Source: an optimization exercise on an open RTL-to-GDS flow (aim: small area, a short achievable clock period and few clock cycles). Production flows keep margins and buffers that such runs may drop.
RTL that was checked went through simulation tests only; none was proved equivalent to the original.
No activity file was given, so power comes from the tool's default toggle rates.

== job 7263 ==
==> flow/design.v (excerpt) <==
module alu_unit (
	input  logic                           clk,
	input  logic                           rst,
	input  logic [alu_pkg::word_width-1:0] bus_in,
	input  logic                           y_load,
	input  alu_pkg::alu_op_t               op,
	input  logic                           op_valid,
	output logic [alu_pkg::word_width-1:0] z_hi,
	output logic [alu_pkg::word_width-1:0] z_lo,
	output logic                           done,
	output logic                           busy
);
clock: 6.0 ns
lec_check: 0
cap_margin: 20
core_margin: 2
core_utilization: 40
setup_slack_margin: 3.6
slew_margin: 20
tns_end_percent: 5
standard.sh (not shown) runs the stock make flow with config.mk's settings and CLKGATE_MAP_FILE= SYNTH_SCRIPT=/design/flow/synth_recipe.tcl, a recipe that flattens the netlist after the stock synthesis.
==> flow/flow/run.sh <==
#!/bin/bash
# The standard layout (the standard.sh, synthesis unchanged), except that
# the port buffers that placement inserts are buf_1 cells instead of the delay
# buffer the resizer picks by default. make's full output goes to flow_make.log;
# ORFS keeps each tool's log under orfs/logs/.
set -euo pipefail
export BUFFER_PORTS_ARGS="-buffer_cell sky130_fd_sc_hd__buf_1"
bash standard.sh > flow_make.log 2>&1
In summary, job 7263 completed successfully, with a layout that passed the timing, design-rule and antenna checks.
Testbench counts of job 7263, summed over its fixed seeds: cycles 6,522.
Edits applied to the flow inputs when going from job 7263 to job 6159:
# job 7263
export LEC_CHECK = 0
export CAP_MARGIN = 20
export CORE_MARGIN = 2
export CORE_UTILIZATION = 40
export SETUP_SLACK_MARGIN = 3.6
export SLEW_MARGIN = 20
export TNS_END_PERCENT = 5
create_clock -name core_clock -period 6.0 [get_ports {clk}]
# job 6159
export LEC_CHECK = 0
export CAP_MARGIN = 20
export CORE_MARGIN = 2
export CORE_UTILIZATION = 40
export PLACE_DENSITY = 0.8
export SETUP_SLACK_MARGIN = 3.6
export SLEW_MARGIN = 20
export TNS_END_PERCENT = 5
create_clock -name core_clock -period 6.0 [get_ports {clk}]
==> flow/run.sh (new file) <==
#!/bin/bash
# synth_recipe.tcl (not shown) runs the flow's synth.tcl, then flattens the netlist and writes it again
# the make line also repeats each setting of config.mk as NAME=value (left out here)
make -C /OpenROAD-flow-scripts/flow DESIGN_CONFIG=/design/flow/config.mk WORK_HOME=/design/flow/orfs CLKGATE_MAP_FILE= SYNTH_SCRIPT=/design/flow/synth_recipe.tcl finish
removed: flow/flow/run.sh
removed: flow/standard.sh
Findings:
Looking at sequential portion of the cell area, job 6159 sits below job 7263.
Going from job 7263 to job 6159, met2 routed wirelength went down by 5.9%, largest fanout of any net on the critical path went down by 5.
Edits applied to the flow inputs when going from job 6159 to job 1188:
# job 6159
export LEC_CHECK = 0
export CAP_MARGIN = 20
export CORE_MARGIN = 2
export CORE_UTILIZATION = 40
export PLACE_DENSITY = 0.8
export SETUP_SLACK_MARGIN = 3.6
export SLEW_MARGIN = 20
export TNS_END_PERCENT = 5
create_clock -name core_clock -period 6.0 [get_ports {clk}]
# job 1188
export LEC_CHECK = 0
export CAP_MARGIN = 20
export CORE_MARGIN = 2
export CORE_UTILIZATION = 40
export SETUP_SLACK_MARGIN = 3.3
export SLEW_MARGIN = 20
create_clock -name core_clock -period 6.0 [get_ports {clk}]
==> flow/flow/run.sh (new file) <==
#!/bin/bash
# The standard layout (the standard.sh, synthesis unchanged), except that
# the port buffers that placement inserts are buf_1 cells instead of the delay
# buffer the resizer picks by default. make's full output goes to flow_make.log;
# ORFS keeps each tool's log under orfs/logs/.
set -euo pipefail
export BUFFER_PORTS_ARGS="-buffer_cell sky130_fd_sc_hd__buf_1"
bash standard.sh > flow_make.log 2>&1
==> flow/standard.sh (new file) <==
#!/bin/bash
# synth_recipe.tcl (not shown) runs the flow's synth.tcl, then flattens the netlist and writes it again
# the make line also repeats each setting of config.mk as NAME=value (left out here)
make -C /OpenROAD-flow-scripts/flow DESIGN_CONFIG=/design/flow/config.mk WORK_HOME=/design/flow/orfs CLKGATE_MAP_FILE= SYNTH_SCRIPT=/design/flow/synth_recipe.tcl "${@:-finish}"
removed: flow/run.sh
- Total power density per cell area on job 1188 is up relative to job 6159.
- Higher routed wire length was reported by job 1188, not job 6159.
- Between job 6159 and job 1188, cell area is higher for job 1188, job 6159 comes in under that.
- Summary of the comparison: clock network fraction of design power is lower in job 1188, relative to job 6159.
- Sequential power share in job 1188 is 2.0 points below job 6159.
- Setup slack in job 1188 is larger than in job 6159.
- Against job 6159, job 1188 comes in 0.34 points lower on part of the cycle the worst path needs.
- Against job 6159, non-clock buffer count in job 1188 rose by more than a quarter.
- Sequential share of layout area: job 1188 lower than job 6159
- Summary of job 1188 over job 6159: cell count went up by 2.6%, share of cells above drive strength 1 increased by 8.6 points relative to the old numbers.
[inputs] job 3032 vs job 1188
==> flow/run.sh (new file) <==
#!/bin/bash
# synth_recipe.tcl (not shown) runs the flow's synth.tcl, then flattens the netlist and writes it again
# the make line also repeats each setting of config.mk as NAME=value (left out here)
make -C /OpenROAD-flow-scripts/flow DESIGN_CONFIG=/design/flow/config.mk WORK_HOME=/design/flow/orfs CLKGATE_MAP_FILE= SYNTH_SCRIPT=/design/flow/synth_recipe.tcl finish
removed: flow/flow/run.sh
removed: flow/standard.sh
==> comparison <==
- The synthesized-area fraction occupied by ao, oa, aoi and oai cells of job 1188 and that of job 3032 are within noise of each other.
- Compared with job 1188, job 3032 shows met3 layer usage reported by global route higher by 1.8 points.
- Job 3032 vs job 1188, wire length went down by 840 um.
- Compared with job 1188, job 3032 shows a lower count of filler cells inserted in the layout.
- Between job 3032 and job 1188, it is job 3032 whose combinational share of power is higher, by 1.0 points.
- Job 3032 has met1 global-route usage above what job 1188 had.
- In the reports for job 1188 and job 3032, the larger relative contribution of the clock network to total power belongs to job 1188.

========
Another version of the RTL of alu_unit (not shown whole).
Size: roughly 3,300 cells after synthesis, roughly 250 flip-flops, about 110 I/O pins, ~22,000 um2 of cells after synthesis.
==> flow/config.mk <==
export PLATFORM = sky130hd
export DESIGN_NAME = alu_unit
export DESIGN_NICKNAME = alu_unit
export VERILOG_FILES = /design/flow/design.v
export SDC_FILE = /design/flow/constraint.sdc
export NUM_CORES = 4
export LEC_CHECK = 0
export ABC_AREA = 1
export CAP_MARGIN = 20
export CORE_MARGIN = 2
export CORE_UTILIZATION = 40
export SETUP_SLACK_MARGIN = 3.6
export SLEW_MARGIN = 20
export TNS_END_PERCENT = 5
==> flow/constraint.sdc <==
create_clock -name core_clock -period 6.0 [get_ports {clk}]
set_input_delay 1.2000 -clock core_clock [delete_from_list [all_inputs] [get_ports {clk}]]
set_output_delay 1.2000 -clock core_clock [all_outputs]
set_load 0.01 [all_outputs]
==> flow/flow/run.sh <==
#!/bin/bash
# The standard layout (the standard.sh, synthesis unchanged), except that
# the port buffers that placement inserts are buf_1 cells instead of the delay
# buffer the resizer picks by default. make's full output goes to flow_make.log;
# ORFS keeps each tool's log under orfs/logs/.
set -euo pipefail
export BUFFER_PORTS_ARGS="-buffer_cell sky130_fd_sc_hd__buf_1"
bash standard.sh > flow_make.log 2>&1
Change:
==> flow/flow/run.sh (replaced) <==
#!/bin/bash
# The standard layout (the standard.sh: the same ORFS synthesis script,
# floorplan, placement, CTS and routing) with two changes:
#  - the full and half adder cells are put on the don't-use list (added to
#    config.mk, ahead of the platform's own list), so synthesis leaves adders
#    as plain gates for abc to map: a faster carry-save tree than the slow
#    fa/ha cells give, with the same registers;
#  - the port buffers that placement inserts are buf_1 cells instead of the
#    delay buffer the resizer picks by default.
# make's full output goes to flow_make.log; ORFS keeps each tool's log under
# orfs/logs/.
set -euo pipefail
printf '\nexport DONT_USE_CELLS = sky130_fd_sc_hd__fa_1 sky130_fd_sc_hd__fa_2 sky130_fd_sc_hd__fa_4 sky130_fd_sc_hd__ha_1 sky130_fd_sc_hd__ha_2 sky130_fd_sc_hd__ha_4\n' >> config.mk
export BUFFER_PORTS_ARGS="-buffer_cell sky130_fd_sc_hd__buf_1"
bash standard.sh > flow_make.log 2>&1
Settings changed: ABC_AREA 1 to unset, DONT_USE_CELLS set to sky130_fd_sc_hd__fa_1 sky130_fd_sc_hd__fa_2 sky130_fd_sc_hd__fa_4 sky130_fd_sc_hd__ha_1 sky130_fd_sc_hd__ha_2 sky130_fd_sc_hd__ha_4, GPL_TIMING_DRIVEN set to 0, TNS_END_PERCENT 5 to 1.
What happened:
- The changed run went through all stages and came out clean
- cell area drops slightly
- maximum frequency is lower by a few percent
- non-clock buffer count rose by 175
- routed wire length goes up slightly
- count of clock-buffer cells in the layout falls by 3
- setup slack is worse by 0.091 ns
- via count is lower by a few percent
- total power increases by about a fifth
- clock skew rose by 0.0045 ns
- synthesized area went down by a few percent
Change:
Settings changed: GPL_TIMING_DRIVEN 0 to unset, TNS_END_PERCENT 1 to 15.
After rerunning: Global-route usage decreases by 3.5 points. Wire length shrinks by a little under a tenth. Power grows by a few percent. First-iteration DRC count fell by about a fifth. Maximum frequency is higher by a few percent. Via count shrinks by a few percent. Synthesized area is unchanged.
Change:
--- a/flow/flow/run.sh
+++ b/flow/flow/run.sh
@@ -4,2 +4,2 @@
-#  - the full and half adder cells are put on the don't-use list (added to
-#    config.mk, ahead of the platform's own list), so synthesis leaves adders
+#  - the full adder cells are put on the don't-use list (added to
+#    config.mk, ahead of the platform's own list), so synthesis leaves full adders
@@ -7 +7 @@
-#    fa/ha cells give, with the same registers;
+#    fa cells give, with the same registers;
@@ -13 +13 @@
-printf '\nexport DONT_USE_CELLS = sky130_fd_sc_hd__fa_1 sky130_fd_sc_hd__fa_2 sky130_fd_sc_hd__fa_4 sky130_fd_sc_hd__ha_1 sky130_fd_sc_hd__ha_2 sky130_fd_sc_hd__ha_4\n' >> config.mk
+printf '\nexport DONT_USE_CELLS = sky130_fd_sc_hd__fa_1 sky130_fd_sc_hd__fa_2 sky130_fd_sc_hd__fa_4\n' >> config.mk
Settings changed: ABC_AREA set to 1, DONT_USE_CELLS sky130_fd_sc_hd__fa_1 sky130_fd_sc_hd__fa_2 sky130_fd_sc_hd__fa_4 sky130_fd_sc_hd__ha_1 sky130_fd_sc_hd__ha_2 sky130_fd_sc_hd__ha_4 to sky130_fd_sc_hd__fa_1 sky130_fd_sc_hd__fa_2 sky130_fd_sc_hd__fa_4, TNS_END_PERCENT 15 to 5.
=> Clock-buffer cell count is higher by 3; sequential power is lower by about 5%; hold slack hardly moves; worst setup slack improves by 0.19 ns.
No run of this note included a check of the RTL's function; only the layout flow was run.

==> port drivers added, routing unchanged <==
No port has a modelled driver above. Below, the same layouts with a new extraction and two added sets of constraints. Step 1 sets driving cells, clkbuf_16 on the clock port and buf_2 on the other inputs (assumed; they add their load-dependent delay and slew). Step 2, shift: input delay + t, output delay - t, t = (earliest + latest rising clock arrival at the registers) / 2. This alone moves slack from input paths to output paths. a / b / c = no drivers / after step 1 / after step 2; a / b = the first two.
| run | t (ns) | slack for setup (ns) | cell pins on the clock port's net |
|---|---|---|---|
| job 7263 | 0.633 | 3.047 / 3.047 / 2.736 | 1 |
| job 6159 | 0.655 | 2.945 / 2.945 / 2.598 | 1 |
| job 1188 | 0.655 | 2.965 / 2.965 / 2.828 | 1 |
| job 3032 | 0.619 | 2.940 / 2.940 / 2.865 | 1 |
| the first run of note 2 | 0.653 | 3.048 / 3.048 / 2.795 | 1 |
| the second run of note 2 | 0.664 | 2.957 / 2.957 / 2.388 | 1 |
| the third run of note 2 | 0.667 | 3.069 / 3.069 / 2.916 | 1 |
| the fourth run of note 2 | 0.675 | 3.261 / 3.261 / 2.889 | 1 |
After both steps every run listed still meets setup and hold. For the second run of note 2, which loses most, drivers alone change the setup slack by 0.000 ns; drivers and shift together by -0.569 ns.
